This design comes from an exercise in tuning for small area, a short achievable clock period and few clock cycles per item on the open sky130 flow, not from production work.
Where RTL was checked, it was by simulation tests only, not by an equivalence proof against the original.
The RTL of run 2 was laid out without a check of its function.

==> flow/design.v, too long to show whole: its modules and the start of the top module <==
// module lstm_delta_fa: 11 lines
// module lstm_delta_ha: 10 lines
// module lstm_delta: 8961 lines
module lstm_delta
(
    input  logic                     clk,
    input  logic                     xrst,
    input  logic                     in_valid,
    output logic                     in_ready,
    input  logic                     in_last,
    input  logic signed [15:0] i,
    input  logic signed [15:0] f,
    input  logic signed [15:0] o,
    input  logic signed [15:0] a,
    input  logic signed [15:0] tanh_c,
    input  logic signed [15:0] c_prev,
    input  logic signed [15:0] dh,
    input  logic signed [15:0] dc_next,
    output logic                     out_valid,
    input  logic                     out_ready,
    output logic                     out_last,
    output logic signed [15:0] di,
    output logic signed [15:0] df,
    output logic signed [15:0] do_,
    output logic signed [15:0] da,
    output logic signed [15:0] dc_prev
);
  // ...
==> flow/flow/run.sh <==
#!/bin/bash
# Standard ORFS layout (the standard.sh, standard synthesis unchanged) with two
# changes to how the layout is optimised:
#  - port buffers use buf_4 instead of the default delay-buffer choice;
#  - timing repair aims for extra setup margin, so the resizer works on the
#    register-to-register paths although the 12 ns constraint is met anyway.
# The SDC (clock period, I/O delays, load) is the standard flow's, unchanged.
set -euo pipefail
bash standard.sh \
  "BUFFER_PORTS_ARGS=-buffer_cell sky130_fd_sc_hd__buf_4" \
  SETUP_SLACK_MARGIN=8.3 \
  finish > standard_flow.log 2>&1
==> flow/standard.sh <==
#!/bin/bash
# synth_recipe.tcl (not shown) runs the flow's synth.tcl, then flattens the netlist and writes it again
# the make line also repeats each setting of config.mk as NAME=value (left out here)
make -C /OpenROAD-flow-scripts/flow DESIGN_CONFIG=/design/flow/config.mk WORK_HOME=/design/flow/orfs CLKGATE_MAP_FILE= SYNTH_SCRIPT=/design/flow/synth_recipe.tcl "${@:-finish}"
==> flow/config.mk <==
export PLATFORM = sky130hd
export DESIGN_NAME = lstm_delta
export DESIGN_NICKNAME = lstm_delta
export VERILOG_FILES = /design/flow/design.v
export SDC_FILE = /design/flow/constraint.sdc
export NUM_CORES = 4
export LEC_CHECK = 0
export ABC_AREA = 1
export ABC_CLOCK_PERIOD_IN_PS = 3500
export CAP_MARGIN = 20
export CORE_MARGIN = 2
export CORE_UTILIZATION = 65
export CTS_CLUSTER_DIAMETER = 100
export CTS_CLUSTER_SIZE = 22
export SLEW_MARGIN = 20
export SYNTH_HIERARCHICAL = 1
export TNS_END_PERCENT = 0
==> flow/constraint.sdc <==
create_clock -name core_clock -period 12.0 [get_ports {clk}]
set_input_delay 2.4000 -clock core_clock [delete_from_list [all_inputs] [get_ports {clk}]]
set_output_delay 2.4000 -clock core_clock [all_outputs]
set_load 0.01 [all_outputs]
==> impl_metrics.json, run 1 <==
{
  "synth_compound_area_share_pct": 10.49,
  "synth.most_common_cell": "nand2_1",
  "busiest_layer": "met2",
  "instances_no_fill": 15690,
  "final_area_mm2": 0.1392,
  "synth_edf_count": 1455,
  "yosysTopAreaCell": "edfxtp_1",
  "diodes": 1,
  "clock_latency_ps": 790,
  "tap_cells": 2672,
  "muxShareOfSynthArea_pct": 0.06706,
  "yosysUniqueCellTypes": 59,
  "multi_input_area_share_pct": 58.34,
  "status": "complete, no violations",
  "post_synth_fa_ha_maj_area_fraction_pct": 28.53,
  "endpoint": "s5_da_a[7]",
  "grt.total_usage_pct": 34.06,
  "clkbuf_count": 93,
  "grt.met2_usage_pct": 53.27,
  "setup_ws_ps": 8081,
  "buffers": 410,
  "ys_warn_count": 7,
  "r2r_end": "s5_da_a[7]",
  "synth_area_leaders": "edfxtp_1, fa_1, xor2_1",
  "met1_length_um": 144000,
  "cts_setup_buffers": 41,
  "numClockSinks": 1464
}
Testbench counts, summed over its fixed seeds: cycles 8,056, items 8,000.
==> inputs of run 2 (changes only) <==
--- a/flow/design.v
+++ b/flow/design.v
@@ -60,22 +60,24 @@
     logic [15:0] s0_f;
     logic [15:0] s0_o;
     logic [15:0] s0_a;
     logic [15:0] s0_tanh_c;
     logic [15:0] s0_c_prev;
     logic [23:0] s0_dh_enc;
     logic [15:0] s0_dc_next;
     logic [0:0] s0_last;
-    logic [23:0] s1_m1_a;
-    logic [23:0] s1_m1_b;
+    logic [14:0] s1_m1_a;
+    logic [14:0] s1_m1_b;
     logic [0:0] s1_m1_c;
-    logic [23:0] s1_m2_a;
-    logic [23:0] s1_m2_b;
+    logic [3:0] s1_m1_f;
+    logic [14:0] s1_m2_a;
+    logic [14:0] s1_m2_b;
     logic [0:0] s1_m2_c;
+    logic [3:0] s1_m2_f;
     logic [15:0] s1_n3_a;
     logic [15:0] s1_n3_b;
     logic [0:0] s1_n3_c;
     logic [0:0] s1_n3_f;
     logic [15:0] s1_n4_a;
     logic [15:0] s1_n4_b;
     logic [0:0] s1_n4_c;
     logic [0:0] s1_n4_f;
@@ -108,50 +110,58 @@
     logic [15:0] s2_f;
     logic [15:0] s2_a;
     logic [15:0] s2_c_prev;
     logic [15:0] s2_dc_next;
     logic [0:0] s2_last;
     logic [23:0] s3_dcm_a;
     logic [23:0] s3_dcm_b;
     logic [0:0] s3_dcm_c;
-    logic [23:0] s3_dov_a;
-    logic [23:0] s3_dov_b;
+    logic [14:0] s3_dov_a;
+    logic [14:0] s3_dov_b;
     logic [0:0] s3_dov_c;
-    logic [23:0] s3_ca_a;
-    logic [23:0] s3_ca_b;
+    logic [3:0] s3_dov_f;
+    logic [14:0] s3_ca_a;
+    logic [14:0] s3_ca_b;
     logic [0:0] s3_ca_c;
-    logic [23:0] s3_cc_a;
-    logic [23:0] s3_cc_b;
+    logic [3:0] s3_ca_f;
+    logic [14:0] s3_cc_a;
+    logic [14:0] s3_cc_b;
     logic [0:0] s3_cc_c;
-    logic [23:0] s3_ia_a;
-    logic [23:0] s3_ia_b;
+    logic [3:0] s3_cc_f;
+    logic [14:0] s3_ia_a;
+    logic [14:0] s3_ia_b;
     logic [0:0] s3_ia_c;
+    logic [3:0] s3_ia_f;
     logic [15:0] s3_f;
     logic [15:0] s3_dc_next;
     logic [0:0] s3_last;
     logic [23:0] s4_dc_enc;
     logic [15:0] s4_dov;
     logic [15:0] s4_ca;
     logic [15:0] s4_cc;
     logic [15:0] s4_ia;
     logic [15:0] s4_f;
     logic [0:0] s4_last;
-    logic [23:0] s5_di_a;
-    logic [23:0] s5_di_b;
+    logic [14:0] s5_di_a;
+    logic [14:0] s5_di_b;
     logic [0:0] s5_di_c;
-    logic [23:0] s5_df_a;
-    logic [23:0] s5_df_b;
+    logic [3:0] s5_di_f;
+    logic [14:0] s5_df_a;
+    logic [14:0] s5_df_b;
     logic [0:0] s5_df_c;
-    logic [23:0] s5_da_a;
-    logic [23:0] s5_da_b;
+    logic [3:0] s5_df_f;
+    logic [14:0] s5_da_a;
+    logic [14:0] s5_da_b;
     logic [0:0] s5_da_c;
-    logic [23:0] s5_dp_a;
-    logic [23:0] s5_dp_b;
+    logic [3:0] s5_da_f;
+    logic [14:0] s5_dp_a;
+    logic [14:0] s5_dp_b;
     logic [0:0] s5_dp_c;
+    logic [3:0] s5_dp_f;
     logic [15:0] s5_dov;
     logic [0:0] s5_last;
     wire b1_1;
     wire b2_2;
     wire b1_3;
     wire b2_4;
     wire b1_5;
     wire b2_6;
@@ -8733,42 +8743,48 @@
     lstm_delta_fa u_fs5099 (.a(fs5047), .b(xc5002), .c(hc5046), .s(fs5099), .co(fc5100));
     lstm_delta_ha u_hs5101 (.a(xs5049), .b(fc5048), .s(hs5101), .co(hc5102));
     lstm_delta_fa u_fs5103 (.a(pp4867), .b(pp4882), .c(xc5050), .s(fs5103), .co(fc5104));
     assign xs5105 = ~pp4883;
     wire [23:0] e0dh_enc = {dh[15], b2_16, b1_15, dh[13], b2_14, b1_13, dh[11], b2_12, b1_11, dh[9], b2_10, b1_9, dh[7], b2_8, b1_7, dh[5], b2_6, b1_5, dh[3], b2_4, b1_3, dh[1], b2_2, b1_1};
     wire [31:0] m1_r0 = {1'b1, pp152, xs373, fs371, hs369, fs367, fs365, fs363, fs361, fs359, fs357, fs355, fs353, fs351, fs349, fs347, fs345, fs343, fs341, fs339, fs337, fs335, fs333, fs331, fs329, fs327, fs325, fs323, hs321, hs319, pp18, pp17};
     wire [31:0] m1_r1 = {1'b0, pp151, fc372, hc370, fc368, fc366, fc364, fc362, fc360, fc358, fc356, fc354, fc352, fc350, fc348, fc346, fc344, fc342, fc340, fc338, fc336, fc334, fc332, fc330, fc328, fc326, fc324, hc322, hc320, s0_dh_enc[5], 1'b0, s0_dh_enc[2]};
     wire [8:0] m1_lo = {1'b0, m1_r0[7:0]} + {1'b0, m1_r1[7:0]};
+    wire [8:0] m1_tx = m1_r0[31:23] ^ m1_r1[31:23];
+    wire [7:0] m1_to = m1_r0[30:23] | m1_r1[30:23];
+    wire [7:0] m1_ta = m1_r0[30:23] & m1_r1[30:23];
     wire [31:0] m2_r0 = {1'b1, pp509, xs730, fs728, hs726, fs724, fs722, fs720, fs718, fs716, fs714, fs712, fs710, fs708, fs706, fs704, fs702, fs700, fs698, fs696, fs694, fs692, fs690, fs688, fs686, fs684, fs682, fs680, hs678, hs676, pp375, pp374};
     wire [31:0] m2_r1 = {1'b0, pp508, fc729, hc727, fc725, fc723, fc721, fc719, fc717, fc715, fc713, fc711, fc709, fc707, fc705, fc703, fc701, fc699, fc697, fc695, fc693, fc691, fc689, fc687, fc685, fc683, fc681, hc679, hc677, s0_dh_enc[5], 1'b0, s0_dh_enc[2]};
     wire [8:0] m2_lo = {1'b0, m2_r0[7:0]} + {1'b0, m2_r1[7:0]};
+    wire [8:0] m2_tx = m2_r0[31:23] ^ m2_r1[31:23];
+    wire [7:0] m2_to = m2_r0[30:23] | m2_r1[30:23];
+    wire [7:0] m2_ta = m2_r0[30:23] & m2_r1[30:23];
     wire [23:0] n3_r0 = {fs920, fs918, fs916, fs914, fs912, fs910, fs908, fs906, fs904, fs902, fs900, fs898, fs896, fs894, fs892, fs890, fs888, fs886, hs884, hs882, xs881, xs879, 1'b1, ~s0_tanh_c[0]};
     wire [23:0] n3_r1 = {fc919, fc917, fc915, fc913, fc911, fc909, fc907, fc905, fc903, fc901, fc899, fc897, fc895, fc893, fc891, fc889, fc887, hc885, hc883, ~(s0_tanh_c[0] & s0_tanh_c[2]), xc880, 1'b0, 1'b0, 1'b0};
     wire [8:0] n3_lo = {1'b0, n3_r0[7:0]} + {1'b0, n3_r1[7:0]};
     wire [23:0] n4_r0 = {fs1111, fs1109, fs1107, fs1105, fs1103, fs1101, fs1099, fs1097, fs1095, fs1093, fs1091, fs1089, fs1087, fs1085, fs1083, fs1081, fs1079, fs1077, hs1075, hs1073, xs1072, xs1070, 1'b1, ~s0_a[0]};
     wire [23:0] n4_r1 = {fc1110, fc1108, fc1106, fc1104, fc1102, fc1100, fc1098, fc1096, fc1094, fc1092, fc1090, fc1088, fc1086, fc1084, fc1082, fc1080, fc1078, hc1076, hc1074, ~(s0_a[0] & s0_a[2]), xc1071, 1'b0, 1'b0, 1'b0};
     wire [8:0] n4_lo = {1'b0, n4_r0[7:0]} + {1'b0, n4_r1[7:0]};
     wire [23:0] gi_r0 = {fs1339, fs1337, fs1335, fs1333, fs1331, fs1329, fs1327, fs1325, fs1323, fs1321, fs1319, fs1317, fs1315, fs1313, fs1311, fs1309, fs1307, fs1305, hs1303, hs1301, xs1300, xs1298, 1'b1, ~s0_i[0]};
     wire [23:0] gi_r1 = {fc1338, fc1336, fc1334, fc1332, fc1330, fc1328, fc1326, fc1324, fc1322, fc1320, fc1318, fc1316, fc1314, fc1312, fc1310, fc1308, fc1306, hc1304, hc1302, ~(s0_i[0] & s0_i[2]), xc1299, 1'b0, 1'b0, 1'b1};
     wire [8:0] gi_lo = {1'b0, gi_r0[7:0]} + {1'b0, gi_r1[7:0]};
     wire [23:0] gf_r0 = {fs1567, fs1565, fs1563, fs1561, fs1559, fs1557, fs1555, fs1553, fs1551, fs1549, fs1547, fs1545, fs1543, fs1541, fs1539, fs1537, fs1535, fs1533, hs1531, hs1529, xs1528, xs1526, 1'b1, ~s0_f[0]};
     wire [23:0] gf_r1 = {fc1566, fc1564, fc1562, fc1560, fc1558, fc1556, fc1554, fc1552, fc1550, fc1548, fc1546, fc1544, fc1542, fc1540, fc1538, fc1536, fc1534, hc1532, hc1530, ~(s0_f[0] & s0_f[2]), xc1527, 1'b0, 1'b0, 1'b1};
     wire [8:0] gf_lo = {1'b0, gf_r0[7:0]} + {1'b0, gf_r1[7:0]};
     wire [23:0] go_r0 = {fs1795, fs1793, fs1791, fs1789, fs1787, fs1785, fs1783, fs1781, fs1779, fs1777, fs1775, fs1773, fs1771, fs1769, fs1767, fs1765, fs1763, fs1761, hs1759, hs1757, xs1756, xs1754, 1'b1, ~s0_o[0]};
     wire [23:0] go_r1 = {fc1794, fc1792, fc1790, fc1788, fc1786, fc1784, fc1782, fc1780, fc1778, fc1776, fc1774, fc1772, fc1770, fc1768, fc1766, fc1764, fc1762, hc1760, hc1758, ~(s0_o[0] & s0_o[2]), xc1755, 1'b0, 1'b0, 1'b1};
     wire [8:0] go_lo = {1'b0, go_r0[7:0]} + {1'b0, go_r1[7:0]};
-    wire [24:0] c1m1_s = {s1_m1_a, s1_m1_c} + {s1_m1_b, s1_m1_c};
-    wire [23:0] c1m1_h = c1m1_s[24:1];
-    wire c1m1_ov = ~(&c1m1_h[23:15] | ~(|c1m1_h[23:15]));
-    wire [15:0] c1m1_v = c1m1_ov ? (c1m1_h[23] ? 16'h8000 : 16'h7fff) : c1m1_h[15:0];
-    wire [24:0] c1m2_s = {s1_m2_a, s1_m2_c} + {s1_m2_b, s1_m2_c};
-    wire [23:0] c1m2_h = c1m2_s[24:1];
-    wire c1m2_ov = ~(&c1m2_h[23:15] | ~(|c1m2_h[23:15]));
-    wire [15:0] c1m2_v = c1m2_ov ? (c1m2_h[23] ? 16'h8000 : 16'h7fff) : c1m2_h[15:0];
+    wire [16:0] c1m1_s = {s1_m1_a, s1_m1_c} + {s1_m1_b, s1_m1_c};
+    wire c1m1_ok = c1m1_s[16] ? s1_m1_f[1] : s1_m1_f[0];
+    wire c1m1_b15 = c1m1_s[16] ^ s1_m1_f[2];
+    wire [15:0] c1m1_v = c1m1_ok ? {c1m1_b15, c1m1_s[15:1]} : (s1_m1_f[3] ? 16'h8000 : 16'h7fff);
+    wire [16:0] c1m2_s = {s1_m2_a, s1_m2_c} + {s1_m2_b, s1_m2_c};
+    wire c1m2_ok = c1m2_s[16] ? s1_m2_f[1] : s1_m2_f[0];
+    wire c1m2_b15 = c1m2_s[16] ^ s1_m2_f[2];
+    wire [15:0] c1m2_v = c1m2_ok ? {c1m2_b15, c1m2_s[15:1]} : (s1_m2_f[3] ? 16'h8000 : 16'h7fff);
     wire [16:0] c1n3_s = {s1_n3_a, s1_n3_c} + {s1_n3_b, s1_n3_c};
     wire [15:0] c1n3_h = c1n3_s[16:1];
     wire [15:0] c1n3_v = s1_n3_f ? 16'h8101 : c1n3_h;
     wire [16:0] c1n4_s = {s1_n4_a, s1_n4_c} + {s1_n4_b, s1_n4_c};
     wire [15:0] c1n4_h = c1n4_s[16:1];
     wire [15:0] c1n4_v = s1_n4_f ? 16'h8101 : c1n4_h;
     wire [16:0] c1gi_s = {s1_gi_a, s1_gi_c} + {s1_gi_b, s1_gi_c};
     wire [15:0] c1gi_h = c1gi_s[16:1];
@@ -8785,80 +8801,104 @@
     wire [23:0] e2gf_enc = {c1gf_v[15], b2_1860, b1_1859, c1gf_v[13], b2_1858, b1_1857, c1gf_v[11], b2_1856, b1_1855, c1gf_v[9], b2_1854, b1_1853, c1gf_v[7], b2_1852, b1_1851, c1gf_v[5], b2_1850, b1_1849, c1gf_v[3], b2_1848, b1_1847, c1gf_v[1], b2_1846, b1_1845};
     wire [23:0] e2go_enc = {c1go_v[15], b2_1876, b1_1875, c1go_v[13], b2_1874, b1_1873, c1go_v[11], b2_1872, b1_1871, c1go_v[9], b2_1870, b1_1869, c1go_v[7], b2_1868, b1_1867, c1go_v[5], b2_1866, b1_1865, c1go_v[3], b2_1864, b1_1863, c1go_v[1], b2_1862, b1_1861};
     wire [31:0] dcm_r0 = {1'b1, pp2012, xs2233, fs2231, hs2229, fs2227, fs2225, fs2223, fs2221, fs2219, fs2217, fs2215, fs2213, fs2211, fs2209, fs2207, fs2205, fs2203, fs2201, fs2199, fs2197, fs2195, fs2193, fs2191, fs2189, fs2187, fs2185, fs2183, hs2181, hs2179, pp1878, pp1877};
     wire [31:0] dcm_r1 = {1'b0, pp2011, fc2232, hc2230, fc2228, fc2226, fc2224, fc2222, fc2220, fc2218, fc2216, fc2214, fc2212, fc2210, fc2208, fc2206, fc2204, fc2202, fc2200, fc2198, fc2196, fc2194, fc2192, fc2190, fc2188, fc2186, fc2184, hc2182, hc2180, s2_n3_enc[5], 1'b0, s2_n3_enc[2]};
     wire [8:0] dcm_lo = {1'b0, dcm_r0[7:0]} + {1'b0, dcm_r1[7:0]};
     wire [31:0] dov_r0 = {1'b1, pp2369, xs2590, fs2588, hs2586, fs2584, fs2582, fs2580, fs2578, fs2576, fs2574, fs2572, fs2570, fs2568, fs2566, fs2564, fs2562, fs2560, fs2558, fs2556, fs2554, fs2552, fs2550, fs2548, fs2546, fs2544, fs2542, fs2540, hs2538, hs2536, pp2235, pp2234};
     wire [31:0] dov_r1 = {1'b0, pp2368, fc2589, hc2587, fc2585, fc2583, fc2581, fc2579, fc2577, fc2575, fc2573, fc2571, fc2569, fc2567, fc2565, fc2563, fc2561, fc2559, fc2557, fc2555, fc2553, fc2551, fc2549, fc2547, fc2545, fc2543, fc2541, hc2539, hc2537, s2_go_enc[5], 1'b0, s2_go_enc[2]};
     wire [8:0] dov_lo = {1'b0, dov_r0[7:0]} + {1'b0, dov_r1[7:0]};
+    wire [8:0] dov_tx = dov_r0[31:23] ^ dov_r1[31:23];
+    wire [7:0] dov_to = dov_r0[30:23] | dov_r1[30:23];
+    wire [7:0] dov_ta = dov_r0[30:23] & dov_r1[30:23];
     wire [31:0] ca_r0 = {1'b1, pp2726, xs2947, fs2945, hs2943, fs2941, fs2939, fs2937, fs2935, fs2933, fs2931, fs2929, fs2927, fs2925, fs2923, fs2921, fs2919, fs2917, fs2915, fs2913, fs2911, fs2909, fs2907, fs2905, fs2903, fs2901, fs2899, fs2897, hs2895, hs2893, pp2592, pp2591};
     wire [31:0] ca_r1 = {1'b0, pp2725, fc2946, hc2944, fc2942, fc2940, fc2938, fc2936, fc2934, fc2932, fc2930, fc2928, fc2926, fc2924, fc2922, fc2920, fc2918, fc2916, fc2914, fc2912, fc2910, fc2908, fc2906, fc2904, fc2902, fc2900, fc2898, hc2896, hc2894, s2_gi_enc[5], 1'b0, s2_gi_enc[2]};
     wire [8:0] ca_lo = {1'b0, ca_r0[7:0]} + {1'b0, ca_r1[7:0]};
+    wire [8:0] ca_tx = ca_r0[31:23] ^ ca_r1[31:23];
+    wire [7:0] ca_to = ca_r0[30:23] | ca_r1[30:23];
+    wire [7:0] ca_ta = ca_r0[30:23] & ca_r1[30:23];
     wire [31:0] cc_r0 = {1'b1, pp3083, xs3304, fs3302, hs3300, fs3298, fs3296, fs3294, fs3292, fs3290, fs3288, fs3286, fs3284, fs3282, fs3280, fs3278, fs3276, fs3274, fs3272, fs3270, fs3268, fs3266, fs3264, fs3262, fs3260, fs3258, fs3256, fs3254, hs3252, hs3250, pp2949, pp2948};
     wire [31:0] cc_r1 = {1'b0, pp3082, fc3303, hc3301, fc3299, fc3297, fc3295, fc3293, fc3291, fc3289, fc3287, fc3285, fc3283, fc3281, fc3279, fc3277, fc3275, fc3273, fc3271, fc3269, fc3267, fc3265, fc3263, fc3261, fc3259, fc3257, fc3255, hc3253, hc3251, s2_gf_enc[5], 1'b0, s2_gf_enc[2]};
     wire [8:0] cc_lo = {1'b0, cc_r0[7:0]} + {1'b0, cc_r1[7:0]};
+    wire [8:0] cc_tx = cc_r0[31:23] ^ cc_r1[31:23];
+    wire [7:0] cc_to = cc_r0[30:23] | cc_r1[30:23];
+    wire [7:0] cc_ta = cc_r0[30:23] & cc_r1[30:23];
     wire [31:0] ia_r0 = {1'b1, pp3440, xs3661, fs3659, hs3657, fs3655, fs3653, fs3651, fs3649, fs3647, fs3645, fs3643, fs3641, fs3639, fs3637, fs3635, fs3633, fs3631, fs3629, fs3627, fs3625, fs3623, fs3621, fs3619, fs3617, fs3615, fs3613, fs3611, hs3609, hs3607, pp3306, pp3305};
     wire [31:0] ia_r1 = {1'b0, pp3439, fc3660, hc3658, fc3656, fc3654, fc3652, fc3650, fc3648, fc3646, fc3644, fc3642, fc3640, fc3638, fc3636, fc3634, fc3632, fc3630, fc3628, fc3626, fc3624, fc3622, fc3620, fc3618, fc3616, fc3614, fc3612, hc3610, hc3608, s2_n4_enc[5], 1'b0, s2_n4_enc[2]};
     wire [8:0] ia_lo = {1'b0, ia_r0[7:0]} + {1'b0, ia_r1[7:0]};
+    wire [8:0] ia_tx = ia_r0[31:23] ^ ia_r1[31:23];
+    wire [7:0] ia_to = ia_r0[30:23] | ia_r1[30:23];
+    wire [7:0] ia_ta = ia_r0[30:23] & ia_r1[30:23];
     wire [24:0] c2p_s = {s3_dcm_a, s3_dcm_c} + {s3_dcm_b, s3_dcm_c};
     wire [23:0] c2p_h = c2p_s[24:1];
     wire c2p_ov = ~(&c2p_h[23:15] | ~(|c2p_h[23:15]));
     wire [17:0] c2r = s3_dcm_a[17:0] + s3_dcm_b[17:0] + {17'd0, s3_dcm_c} + {{2{s3_dc_next[15]}}, s3_dc_next};
     wire [15:0] c2r_v = (c2r[17:15] == 3'b000 || c2r[17:15] == 3'b111) ? c2r[15:0] : (c2r[17] ? 16'h8000 : 16'h7fff);
     wire [16:0] c2ap = {s3_dc_next[15], s3_dc_next} + 17'sd32767;
     wire [16:0] c2an = {s3_dc_next[15], s3_dc_next} - 17'sd32768;
     wire [15:0] c2ap_v = c2ap[16] ? c2ap[15:0] : (c2ap[15] ? 16'h7fff : c2ap[15:0]);
     wire [15:0] c2an_v = c2an[16] ? (c2an[15] ? c2an[15:0] : 16'h8000) : c2an[15:0];
     wire [15:0] c2dc_v = c2p_ov ? (c2p_h[23] ? c2an_v : c2ap_v) : c2r_v;
-    wire [24:0] c2dov_s = {s3_dov_a, s3_dov_c} + {s3_dov_b, s3_dov_c};
-    wire [23:0] c2dov_h = c2dov_s[24:1];
-    wire c2dov_ov = ~(&c2dov_h[23:15] | ~(|c2dov_h[23:15]));
-    wire [15:0] c2dov_v = c2dov_ov ? (c2dov_h[23] ? 16'h8000 : 16'h7fff) : c2dov_h[15:0];
-    wire [24:0] c2ca_s = {s3_ca_a, s3_ca_c} + {s3_ca_b, s3_ca_c};
-    wire [23:0] c2ca_h = c2ca_s[24:1];
-    wire c2ca_ov = ~(&c2ca_h[23:15] | ~(|c2ca_h[23:15]));
-    wire [15:0] c2ca_v = c2ca_ov ? (c2ca_h[23] ? 16'h8000 : 16'h7fff) : c2ca_h[15:0];
-    wire [24:0] c2cc_s = {s3_cc_a, s3_cc_c} + {s3_cc_b, s3_cc_c};
-    wire [23:0] c2cc_h = c2cc_s[24:1];
-    wire c2cc_ov = ~(&c2cc_h[23:15] | ~(|c2cc_h[23:15]));
-    wire [15:0] c2cc_v = c2cc_ov ? (c2cc_h[23] ? 16'h8000 : 16'h7fff) : c2cc_h[15:0];
-    wire [24:0] c2ia_s = {s3_ia_a, s3_ia_c} + {s3_ia_b, s3_ia_c};
-    wire [23:0] c2ia_h = c2ia_s[24:1];
-    wire c2ia_ov = ~(&c2ia_h[23:15] | ~(|c2ia_h[23:15]));
-    wire [15:0] c2ia_v = c2ia_ov ? (c2ia_h[23] ? 16'h8000 : 16'h7fff) : c2ia_h[15:0];
+    wire [16:0] c2dov_s = {s3_dov_a, s3_dov_c} + {s3_dov_b, s3_dov_c};
+    wire c2dov_ok = c2dov_s[16] ? s3_dov_f[1] : s3_dov_f[0];
+    wire c2dov_b15 = c2dov_s[16] ^ s3_dov_f[2];
+    wire [15:0] c2dov_v = c2dov_ok ? {c2dov_b15, c2dov_s[15:1]} : (s3_dov_f[3] ? 16'h8000 : 16'h7fff);
+    wire [16:0] c2ca_s = {s3_ca_a, s3_ca_c} + {s3_ca_b, s3_ca_c};
+    wire c2ca_ok = c2ca_s[16] ? s3_ca_f[1] : s3_ca_f[0];
+    wire c2ca_b15 = c2ca_s[16] ^ s3_ca_f[2];
+    wire [15:0] c2ca_v = c2ca_ok ? {c2ca_b15, c2ca_s[15:1]} : (s3_ca_f[3] ? 16'h8000 : 16'h7fff);
+    wire [16:0] c2cc_s = {s3_cc_a, s3_cc_c} + {s3_cc_b, s3_cc_c};
+    wire c2cc_ok = c2cc_s[16] ? s3_cc_f[1] : s3_cc_f[0];
+    wire c2cc_b15 = c2cc_s[16] ^ s3_cc_f[2];
+    wire [15:0] c2cc_v = c2cc_ok ? {c2cc_b15, c2cc_s[15:1]} : (s3_cc_f[3] ? 16'h8000 : 16'h7fff);
+    wire [16:0] c2ia_s = {s3_ia_a, s3_ia_c} + {s3_ia_b, s3_ia_c};
+    wire c2ia_ok = c2ia_s[16] ? s3_ia_f[1] : s3_ia_f[0];
+    wire c2ia_b15 = c2ia_s[16] ^ s3_ia_f[2];
+    wire [15:0] c2ia_v = c2ia_ok ? {c2ia_b15, c2ia_s[15:1]} : (s3_ia_f[3] ? 16'h8000 : 16'h7fff);
     wire [23:0] e4dc_enc = {c2dc_v[15], b2_3677, b1_3676, c2dc_v[13], b2_3675, b1_3674, c2dc_v[11], b2_3673, b1_3672, c2dc_v[9], b2_3671, b1_3670, c2dc_v[7], b2_3669, b1_3668, c2dc_v[5], b2_3667, b1_3666, c2dc_v[3], b2_3665, b1_3664, c2dc_v[1], b2_3663, b1_3662};
     wire [31:0] di_r0 = {1'b1, pp3813, xs4034, fs4032, hs4030, fs4028, fs4026, fs4024, fs4022, fs4020, fs4018, fs4016, fs4014, fs4012, fs4010, fs4008, fs4006, fs4004, fs4002, fs4000, fs3998, fs3996, fs3994, fs3992, fs3990, fs3988, fs3986, fs3984, hs3982, hs3980, pp3679, pp3678};
     wire [31:0] di_r1 = {1'b0, pp3812, fc4033, hc4031, fc4029, fc4027, fc4025, fc4023, fc4021, fc4019, fc4017, fc4015, fc4013, fc4011, fc4009, fc4007, fc4005, fc4003, fc4001, fc3999, fc3997, fc3995, fc3993, fc3991, fc3989, fc3987, fc3985, hc3983, hc3981, s4_dc_enc[5], 1'b0, s4_dc_enc[2]};
     wire [8:0] di_lo = {1'b0, di_r0[7:0]} + {1'b0, di_r1[7:0]};
+    wire [8:0] di_tx = di_r0[31:23] ^ di_r1[31:23];
+    wire [7:0] di_to = di_r0[30:23] | di_r1[30:23];
+    wire [7:0] di_ta = di_r0[30:23] & di_r1[30:23];
     wire [31:0] df_r0 = {1'b1, pp4170, xs4391, fs4389, hs4387, fs4385, fs4383, fs4381, fs4379, fs4377, fs4375, fs4373, fs4371, fs4369, fs4367, fs4365, fs4363, fs4361, fs4359, fs4357, fs4355, fs4353, fs4351, fs4349, fs4347, fs4345, fs4343, fs4341, hs4339, hs4337, pp4036, pp4035};
     wire [31:0] df_r1 = {1'b0, pp4169, fc4390, hc4388, fc4386, fc4384, fc4382, fc4380, fc4378, fc4376, fc4374, fc4372, fc4370, fc4368, fc4366, fc4364, fc4362, fc4360, fc4358, fc4356, fc4354, fc4352, fc4350, fc4348, fc4346, fc4344, fc4342, hc4340, hc4338, s4_dc_enc[5], 1'b0, s4_dc_enc[2]};
     wire [8:0] df_lo = {1'b0, df_r0[7:0]} + {1'b0, df_r1[7:0]};
+    wire [8:0] df_tx = df_r0[31:23] ^ df_r1[31:23];
+    wire [7:0] df_to = df_r0[30:23] | df_r1[30:23];
+    wire [7:0] df_ta = df_r0[30:23] & df_r1[30:23];
     wire [31:0] da_r0 = {1'b1, pp4527, xs4748, fs4746, hs4744, fs4742, fs4740, fs4738, fs4736, fs4734, fs4732, fs4730, fs4728, fs4726, fs4724, fs4722, fs4720, fs4718, fs4716, fs4714, fs4712, fs4710, fs4708, fs4706, fs4704, fs4702, fs4700, fs4698, hs4696, hs4694, pp4393, pp4392};
     wire [31:0] da_r1 = {1'b0, pp4526, fc4747, hc4745, fc4743, fc4741, fc4739, fc4737, fc4735, fc4733, fc4731, fc4729, fc4727, fc4725, fc4723, fc4721, fc4719, fc4717, fc4715, fc4713, fc4711, fc4709, fc4707, fc4705, fc4703, fc4701, fc4699, hc4697, hc4695, s4_dc_enc[5], 1'b0, s4_dc_enc[2]};
     wire [8:0] da_lo = {1'b0, da_r0[7:0]} + {1'b0, da_r1[7:0]};
+    wire [8:0] da_tx = da_r0[31:23] ^ da_r1[31:23];
+    wire [7:0] da_to = da_r0[30:23] | da_r1[30:23];
+    wire [7:0] da_ta = da_r0[30:23] & da_r1[30:23];
     wire [31:0] dp_r0 = {1'b1, pp4884, xs5105, fs5103, hs5101, fs5099, fs5097, fs5095, fs5093, fs5091, fs5089, fs5087, fs5085, fs5083, fs5081, fs5079, fs5077, fs5075, fs5073, fs5071, fs5069, fs5067, fs5065, fs5063, fs5061, fs5059, fs5057, fs5055, hs5053, hs5051, pp4750, pp4749};
     wire [31:0] dp_r1 = {1'b0, pp4883, fc5104, hc5102, fc5100, fc5098, fc5096, fc5094, fc5092, fc5090, fc5088, fc5086, fc5084, fc5082, fc5080, fc5078, fc5076, fc5074, fc5072, fc5070, fc5068, fc5066, fc5064, fc5062, fc5060, fc5058, fc5056, hc5054, hc5052, s4_dc_enc[5], 1'b0, s4_dc_enc[2]};
     wire [8:0] dp_lo = {1'b0, dp_r0[7:0]} + {1'b0, dp_r1[7:0]};
-    wire [24:0] c3di_s = {s5_di_a, s5_di_c} + {s5_di_b, s5_di_c};
-    wire [23:0] c3di_h = c3di_s[24:1];
-    wire c3di_ov = ~(&c3di_h[23:15] | ~(|c3di_h[23:15]));
-    wire [15:0] c3di_v = c3di_ov ? (c3di_h[23] ? 16'h8000 : 16'h7fff) : c3di_h[15:0];
-    wire [24:0] c3df_s = {s5_df_a, s5_df_c} + {s5_df_b, s5_df_c};
-    wire [23:0] c3df_h = c3df_s[24:1];
-    wire c3df_ov = ~(&c3df_h[23:15] | ~(|c3df_h[23:15]));
-    wire [15:0] c3df_v = c3df_ov ? (c3df_h[23] ? 16'h8000 : 16'h7fff) : c3df_h[15:0];
-    wire [24:0] c3da_s = {s5_da_a, s5_da_c} + {s5_da_b, s5_da_c};
-    wire [23:0] c3da_h = c3da_s[24:1];
-    wire c3da_ov = ~(&c3da_h[23:15] | ~(|c3da_h[23:15]));
-    wire [15:0] c3da_v = c3da_ov ? (c3da_h[23] ? 16'h8000 : 16'h7fff) : c3da_h[15:0];
-    wire [24:0] c3dp_s = {s5_dp_a, s5_dp_c} + {s5_dp_b, s5_dp_c};
-    wire [23:0] c3dp_h = c3dp_s[24:1];
-    wire c3dp_ov = ~(&c3dp_h[23:15] | ~(|c3dp_h[23:15]));
-    wire [15:0] c3dp_v = c3dp_ov ? (c3dp_h[23] ? 16'h8000 : 16'h7fff) : c3dp_h[15:0];
+    wire [8:0] dp_tx = dp_r0[31:23] ^ dp_r1[31:23];
+    wire [7:0] dp_to = dp_r0[30:23] | dp_r1[30:23];
+    wire [7:0] dp_ta = dp_r0[30:23] & dp_r1[30:23];
+    wire [16:0] c3di_s = {s5_di_a, s5_di_c} + {s5_di_b, s5_di_c};
+    wire c3di_ok = c3di_s[16] ? s5_di_f[1] : s5_di_f[0];
+    wire c3di_b15 = c3di_s[16] ^ s5_di_f[2];
+    wire [15:0] c3di_v = c3di_ok ? {c3di_b15, c3di_s[15:1]} : (s5_di_f[3] ? 16'h8000 : 16'h7fff);
+    wire [16:0] c3df_s = {s5_df_a, s5_df_c} + {s5_df_b, s5_df_c};
+    wire c3df_ok = c3df_s[16] ? s5_df_f[1] : s5_df_f[0];
+    wire c3df_b15 = c3df_s[16] ^ s5_df_f[2];
+    wire [15:0] c3df_v = c3df_ok ? {c3df_b15, c3df_s[15:1]} : (s5_df_f[3] ? 16'h8000 : 16'h7fff);
+    wire [16:0] c3da_s = {s5_da_a, s5_da_c} + {s5_da_b, s5_da_c};
+    wire c3da_ok = c3da_s[16] ? s5_da_f[1] : s5_da_f[0];
+    wire c3da_b15 = c3da_s[16] ^ s5_da_f[2];
+    wire [15:0] c3da_v = c3da_ok ? {c3da_b15, c3da_s[15:1]} : (s5_da_f[3] ? 16'h8000 : 16'h7fff);
+    wire [16:0] c3dp_s = {s5_dp_a, s5_dp_c} + {s5_dp_b, s5_dp_c};
+    wire c3dp_ok = c3dp_s[16] ? s5_dp_f[1] : s5_dp_f[0];
+    wire c3dp_b15 = c3dp_s[16] ^ s5_dp_f[2];
+    wire [15:0] c3dp_v = c3dp_ok ? {c3dp_b15, c3dp_s[15:1]} : (s5_dp_f[3] ? 16'h8000 : 16'h7fff);
     wire [80:0] res = {s5_last, c3di_v, c3df_v, s5_dov, c3da_v, c3dp_v};
     assign en       = ~held;
     always_ff @(posedge clk or negedge xrst) begin
         if (!xrst) begin
             v0 <= 1'b0; v1 <= 1'b0; v2 <= 1'b0; v3 <= 1'b0; v4 <= 1'b0; v5 <= 1'b0;
         end else if (en) begin
             v0 <= in_valid && in_ready; v1 <= v0; v2 <= v1; v3 <= v2; v4 <= v3; v5 <= v4;
         end
@@ -8869,42 +8909,44 @@
             s0_f <= f;
             s0_o <= o;
             s0_a <= a;
             s0_tanh_c <= tanh_c;
             s0_c_prev <= c_prev;
             s0_dh_enc <= e0dh_enc;
             s0_dc_next <= dc_next;
             s0_last <= in_last;
-            s1_m1_a <= m1_r0[31:8];
-            s1_m1_b <= m1_r1[31:8];
+            s1_m1_a <= m1_r0[22:8];
+            s1_m1_b <= m1_r1[22:8];
             s1_m1_c <= m1_lo[8];
-            s1_m2_a <= m2_r0[31:8];
-            s1_m2_b <= m2_r1[31:8];
+            s1_m1_f <= {s0_o[15] ^ s0_dh_enc[23], m1_tx[0], ((m1_tx == {m1_to, 1'b1}) | (~m1_tx == {m1_ta, 1'b1})), ((m1_tx == {m1_to, 1'b0}) | (~m1_tx == {m1_ta, 1'b0}))};
+            s1_m2_a <= m2_r0[22:8];
+            s1_m2_b <= m2_r1[22:8];
             s1_m2_c <= m2_lo[8];
+            s1_m2_f <= {s0_tanh_c[15] ^ s0_dh_enc[23], m2_tx[0], ((m2_tx == {m2_to, 1'b1}) | (~m2_tx == {m2_ta, 1'b1})), ((m2_tx == {m2_to, 1'b0}) | (~m2_tx == {m2_ta, 1'b0}))};
             s1_n3_a <= n3_r0[23:8];
             s1_n3_b <= n3_r1[23:8];
             s1_n3_c <= n3_lo[8];
-            s1_n3_f <= ((~s0_tanh_c[15] && (s0_tanh_c >= 16'd2897)) || (s0_tanh_c[15] && (s0_tanh_c <= 16'hf4af)));
+            s1_n3_f <= (($signed(s0_tanh_c) >= 16'sd2897) || ($signed(s0_tanh_c) <= -16'sd2897));
             s1_n4_a <= n4_r0[23:8];
             s1_n4_b <= n4_r1[23:8];
             s1_n4_c <= n4_lo[8];
-            s1_n4_f <= ((~s0_a[15] && (s0_a >= 16'd2897)) || (s0_a[15] && (s0_a <= 16'hf4af)));
+            s1_n4_f <= (($signed(s0_a) >= 16'sd2897) || ($signed(s0_a) <= -16'sd2897));
             s1_gi_a <= gi_r0[23:8];
             s1_gi_b <= gi_r1[23:8];
             s1_gi_c <= gi_lo[8];
-            s1_gi_f <= ((~s0_i[15] && (s0_i >= 16'd3028)) || (s0_i[15] && (s0_i <= 16'hf52c)));
+            s1_gi_f <= (($signed(s0_i) >= 16'sd3028) || ($signed(s0_i) <= -16'sd2772));
             s1_gf_a <= gf_r0[23:8];
             s1_gf_b <= gf_r1[23:8];
             s1_gf_c <= gf_lo[8];
-            s1_gf_f <= ((~s0_f[15] && (s0_f >= 16'd3028)) || (s0_f[15] && (s0_f <= 16'hf52c)));
+            s1_gf_f <= (($signed(s0_f) >= 16'sd3028) || ($signed(s0_f) <= -16'sd2772));
             s1_go_a <= go_r0[23:8];
             s1_go_b <= go_r1[23:8];
             s1_go_c <= go_lo[8];
-            s1_go_f <= ((~s0_o[15] && (s0_o >= 16'd3028)) || (s0_o[15] && (s0_o <= 16'hf52c)));
+            s1_go_f <= (($signed(s0_o) >= 16'sd3028) || ($signed(s0_o) <= -16'sd2772));
             s1_i <= s0_i;
             s1_f <= s0_f;
             s1_a <= s0_a;
             s1_c_prev <= s0_c_prev;
             s1_dc_next <= s0_dc_next;
             s1_last <= s0_last;
             s2_m1 <= c1m1_v;
             s2_m2 <= c1m2_v;
@@ -8917,50 +8959,58 @@
             s2_f <= s1_f;
             s2_a <= s1_a;
             s2_c_prev <= s1_c_prev;
             s2_dc_next <= s1_dc_next;
             s2_last <= s1_last;
             s3_dcm_a <= dcm_r0[31:8];
             s3_dcm_b <= dcm_r1[31:8];
             s3_dcm_c <= dcm_lo[8];
-            s3_dov_a <= dov_r0[31:8];
-            s3_dov_b <= dov_r1[31:8];
+            s3_dov_a <= dov_r0[22:8];
+            s3_dov_b <= dov_r1[22:8];
             s3_dov_c <= dov_lo[8];
-            s3_ca_a <= ca_r0[31:8];
-            s3_ca_b <= ca_r1[31:8];
+            s3_dov_f <= {s2_m2[15] ^ s2_go_enc[23], dov_tx[0], ((dov_tx == {dov_to, 1'b1}) | (~dov_tx == {dov_ta, 1'b1})), ((dov_tx == {dov_to, 1'b0}) | (~dov_tx == {dov_ta, 1'b0}))};
+            s3_ca_a <= ca_r0[22:8];
+            s3_ca_b <= ca_r1[22:8];
             s3_ca_c <= ca_lo[8];
-            s3_cc_a <= cc_r0[31:8];
-            s3_cc_b <= cc_r1[31:8];
+            s3_ca_f <= {s2_a[15] ^ s2_gi_enc[23], ca_tx[0], ((ca_tx == {ca_to, 1'b1}) | (~ca_tx == {ca_ta, 1'b1})), ((ca_tx == {ca_to, 1'b0}) | (~ca_tx == {ca_ta, 1'b0}))};
+            s3_cc_a <= cc_r0[22:8];
+            s3_cc_b <= cc_r1[22:8];
             s3_cc_c <= cc_lo[8];
-            s3_ia_a <= ia_r0[31:8];
-            s3_ia_b <= ia_r1[31:8];
+            s3_cc_f <= {s2_c_prev[15] ^ s2_gf_enc[23], cc_tx[0], ((cc_tx == {cc_to, 1'b1}) | (~cc_tx == {cc_ta, 1'b1})), ((cc_tx == {cc_to, 1'b0}) | (~cc_tx == {cc_ta, 1'b0}))};
+            s3_ia_a <= ia_r0[22:8];
+            s3_ia_b <= ia_r1[22:8];
             s3_ia_c <= ia_lo[8];
+            s3_ia_f <= {s2_i[15] ^ s2_n4_enc[23], ia_tx[0], ((ia_tx == {ia_to, 1'b1}) | (~ia_tx == {ia_ta, 1'b1})), ((ia_tx == {ia_to, 1'b0}) | (~ia_tx == {ia_ta, 1'b0}))};
             s3_f <= s2_f;
             s3_dc_next <= s2_dc_next;
             s3_last <= s2_last;
             s4_dc_enc <= e4dc_enc;
             s4_dov <= c2dov_v;
             s4_ca <= c2ca_v;
             s4_cc <= c2cc_v;
             s4_ia <= c2ia_v;
             s4_f <= s3_f;
             s4_last <= s3_last;
-            s5_di_a <= di_r0[31:8];
-            s5_di_b <= di_r1[31:8];
+            s5_di_a <= di_r0[22:8];
+            s5_di_b <= di_r1[22:8];
             s5_di_c <= di_lo[8];
-            s5_df_a <= df_r0[31:8];
-            s5_df_b <= df_r1[31:8];
+            s5_di_f <= {s4_ca[15] ^ s4_dc_enc[23], di_tx[0], ((di_tx == {di_to, 1'b1}) | (~di_tx == {di_ta, 1'b1})), ((di_tx == {di_to, 1'b0}) | (~di_tx == {di_ta, 1'b0}))};
+            s5_df_a <= df_r0[22:8];
+            s5_df_b <= df_r1[22:8];
             s5_df_c <= df_lo[8];
-            s5_da_a <= da_r0[31:8];
-            s5_da_b <= da_r1[31:8];
+            s5_df_f <= {s4_cc[15] ^ s4_dc_enc[23], df_tx[0], ((df_tx == {df_to, 1'b1}) | (~df_tx == {df_ta, 1'b1})), ((df_tx == {df_to, 1'b0}) | (~df_tx == {df_ta, 1'b0}))};
+            s5_da_a <= da_r0[22:8];
+            s5_da_b <= da_r1[22:8];
             s5_da_c <= da_lo[8];
-            s5_dp_a <= dp_r0[31:8];
-            s5_dp_b <= dp_r1[31:8];
+            s5_da_f <= {s4_ia[15] ^ s4_dc_enc[23], da_tx[0], ((da_tx == {da_to, 1'b1}) | (~da_tx == {da_ta, 1'b1})), ((da_tx == {da_to, 1'b0}) | (~da_tx == {da_ta, 1'b0}))};
+            s5_dp_a <= dp_r0[22:8];
+            s5_dp_b <= dp_r1[22:8];
             s5_dp_c <= dp_lo[8];
+            s5_dp_f <= {s4_f[15] ^ s4_dc_enc[23], dp_tx[0], ((dp_tx == {dp_to, 1'b1}) | (~dp_tx == {dp_ta, 1'b1})), ((dp_tx == {dp_to, 1'b0}) | (~dp_tx == {dp_ta, 1'b0}))};
             s5_dov <= s4_dov;
             s5_last <= s4_last;
         end
     end
     logic held_n;
     always_comb begin
         held_n = held;
         if (held) begin
==> flow/config.mk (replaced) <==
export PLATFORM = sky130hd
export DESIGN_NAME = lstm_delta
export DESIGN_NICKNAME = lstm_delta
export VERILOG_FILES = /design/flow/design.v
export SDC_FILE = /design/flow/constraint.sdc
export NUM_CORES = 4
export LEC_CHECK = 0
export ABC_AREA = 1
export ABC_CLOCK_PERIOD_IN_PS = 3500
export CAP_MARGIN = 20
export CORE_MARGIN = 2
export CORE_UTILIZATION = 65
export SLEW_MARGIN = 20
export SYNTH_HIERARCHICAL = 1
==> impl_metrics.json, run 2 <==
{
  "relSlewSlack_pct": 23.67,
  "core_area_mm2": 0.1924,
  "final.setup_skew_ps": 58.20,
  "globalRouteOverflowTotal": 0,
  "clock_latency_ps": 850,
  "setup_viol_count_final": 0,
  "worstMarginPinSlew_ps": 1145,
  "path_max_fanout": 5,
  "yosysUniqueCellTypes": 62,
  "finalNetCount": 15100,
  "via_per_inst": 6.373,
  "grt_setup_unrepaired": "true",
  "ys_seq_area_share_pct": 32.04,
  "numClockSinks": 1344,
  "ys_ff_latch": 1344,
  "instances_no_fill": 15350,
  "regMostFlops": "skid",
  "setup_ws_ps": 7851,
  "synth_ff_type": "edfxtp_1",
  "avgSynthCellArea_um2": 10.38,
  "rows": 161,
  "cts_hold_buf": 0,
  "grt.total_usage_pct": 35.26,
  "cts_buffers": 150,
  "grt_pass1_vias": 97830,
  "wirelength_um": 365000,
  "drive_gt1_share_pct": 17.53,
  "antenna_left": 0,
  "fmax_ghz": 0.2410,
  "pin_count": 216,
  "arrival_ps": 4820,
  "grt_pass1_wl_um": 546100,
  "hpwl_um": 233300,
  "htreeDepth": 4,
  "maxSlewViolCount": 0,
  "synthesis.area_mm2": 0.1258,
  "hold_class": "reg2reg",
  "synth_cells": 12120,
  "fill_cells": 12550,
  "drt_iter0_drc": 12270,
  "synth_area_leaders": "edfxtp_1, fa_1, xor2_1",
  "dpl.cell_count": 14220,
  "fin_crit_sh_pct": 34.58,
  "holdWs_ps": 404.4,
  "synth.most_common_cell": "nand2_1",
  "antenna_found_initial": 9,
  "ys_warn_count": 7,
  "setup_tns_ps": 0,
  "post_dp_cell_area_mm2": 0.1286,
  "portBuffers": 215,
  "cap_violations": 0,
  "fp.dieW_um": 444.0,
  "via_count": 97800,
  "layout_common_cells": "nand2_1, xor2_1, edfxtp_1",
  "cp.required_ps": 12670,
  "synth_commonest_cells": "nand2_1, xor2_1, fa_1, edfxtp_1, o22ai_1",
  "finalCriticalPeriod_ps": 4149,
  "grt_max_degree": 214,
  "start_util_pct": 65.41,
  "final_util_pct": 75.97,
  "synth_top_area_share_pct": 31.86,
  "clk_pin_slew_worst_paths_ps": 70,
  "place_congestion": 0.9391,
  "largest_reg_flops": 81,
  "die_height_um": 444.0,
  "clock-root-buffer": "clkbuf_16",
  "async_reset_ff_share_pct": 0.6696,
  "status": "complete, no violations",
  "hold_viol_final": 0,
  "drt_pass1_iterations": 10,
  "syn2layout_area_growth_pct": 16.16,
  "syn-num-nets": 14530,
  "layout_commonest_cell": "nand2_1",
  "post_drt_wl_per_cell_um": 23.79,
  "worstSetupEndpointType": "flop",
  "synth_edf_count": 1335,
  "final_area_mm2": 0.1462,
  "cts_tree": "done",
  "pre_cts_ws_ps": 6979,
  "critPathLaunchType": "flop",
  "crit_type": "reg2reg",
  "yosysTopAreaCell": "edfxtp_1",
  "die_area_mm2": 0.1971,
  "drc": 0,
  "ctsLongestPathBuffers": 3
}
==> run 2: final timing paths <==
check,startpoint,to,slack (ps),cells after the start
max,s4_dc_enc[15],s5_df_f[1],7850,14
min,s1_f[2],s2_f[2],400,0
max reg2reg,s4_dc_enc[15],s5_df_f[1],7850,14
min reg2reg,s1_f[2],s2_f[2],400,0
max in group asynchronous,xrst,held,10450,1
min in group asynchronous,xrst,out_valid,1400,1
==> run 2: logic make-up after synthesis <==
family                   share of synthesized area [%]
AO/OA/AOI/OAI                                    10.97
adder cells (fa/ha/maj)                          30.83
XOR/XNOR                                         12.04
multiplexers                                    0.1044
AND/OR/NAND/NOR                                  8.101
buffers and inverters                            5.912
flip-flops                                       32.04
==> run 2: routing by layer <==
layer  track usage, %  wire [µm]
met2            55.31     165400
met5                0         54
met1            47.28     139700
met3            7.215      37470
met4            16.93      22330
==> run 2: Yosys stat by module, one instance, submodules excluded <==
module | cells | cell area [µm²] | flops+latches
lstm_delta_fa | 1 | 20.02 | 0
lstm_delta_ha | 1 | 12.51 | 0
lstm_delta | 10490 | 95400 | 1344
==> run 2: final cells by class <==
class / instances / area (µm²) / area share (%)
repair buffers: 1122 / 10590 / 7.243
clock buffers: 168 / 3821 / 2.614
well taps: 2526 / 3161 / 2.162
multi-input cells: 8816 / 81470 / 55.74
flip-flops and latches: 1344 / 40320 / 27.59
repair inverters: 14 / 101.3 / 0.06934
clock inverters: 108 / 1220 / 0.8347
diodes: 6 / 15.01 / 0.01027
inverters: 1242 / 5459 / 3.735
==> run 2: timing repair <==
item,CTS,global route
setup buffers,549,247
pin swaps,282,387
endpoints found under the setup margin,479,447
resized for setup,723,501
gates cloned,31,14
==> run 2: critical path, stage by stage (launching register included) <==
cell and delay, ps:
edfxtp_1 560, buf_4 210, buf_4 170, nor2_4 340, nor2_1 110, xor2_1 190, fa_1 560, fa_1 580
inv_1 50, ha_1 320, xor2_1 180, nand2_1 100, a2111oi_4 270, nand4_1 170, mux2i_1 170

port drivers added, routing unchanged:
The flow's constraints put no driver on any port. The routed layouts listed below were extracted and timed again, unchanged, in two steps. Step 1 assumes that a clkbuf_16 drives the clock port and a buf_2 every other input. Step 2 moves the port delays by t, midway between the first and last clock arrival at a register: inputs arrive t later, outputs are due t later. That takes back most of the time a late clock gives input paths. Three values: ideal ports, drivers, drivers and shift; two values: the first two.
| run | shift t [ns] | setup WS [ns] | slew at the worst register clock pin (ns) |
|---|---|---|---|
| run 1 | 0.858 | 8.081 / 8.059 / 7.756 | 0.10 / 0.10 |
| run 2 | 0.903 | 7.851 / 7.851 / 7.849 | 0.09 / 0.09 |
After both steps setup and hold are still met in every run listed. For run 1, which loses most, drivers alone change the setup slack by -0.022 ns; drivers and shift together by -0.325 ns.
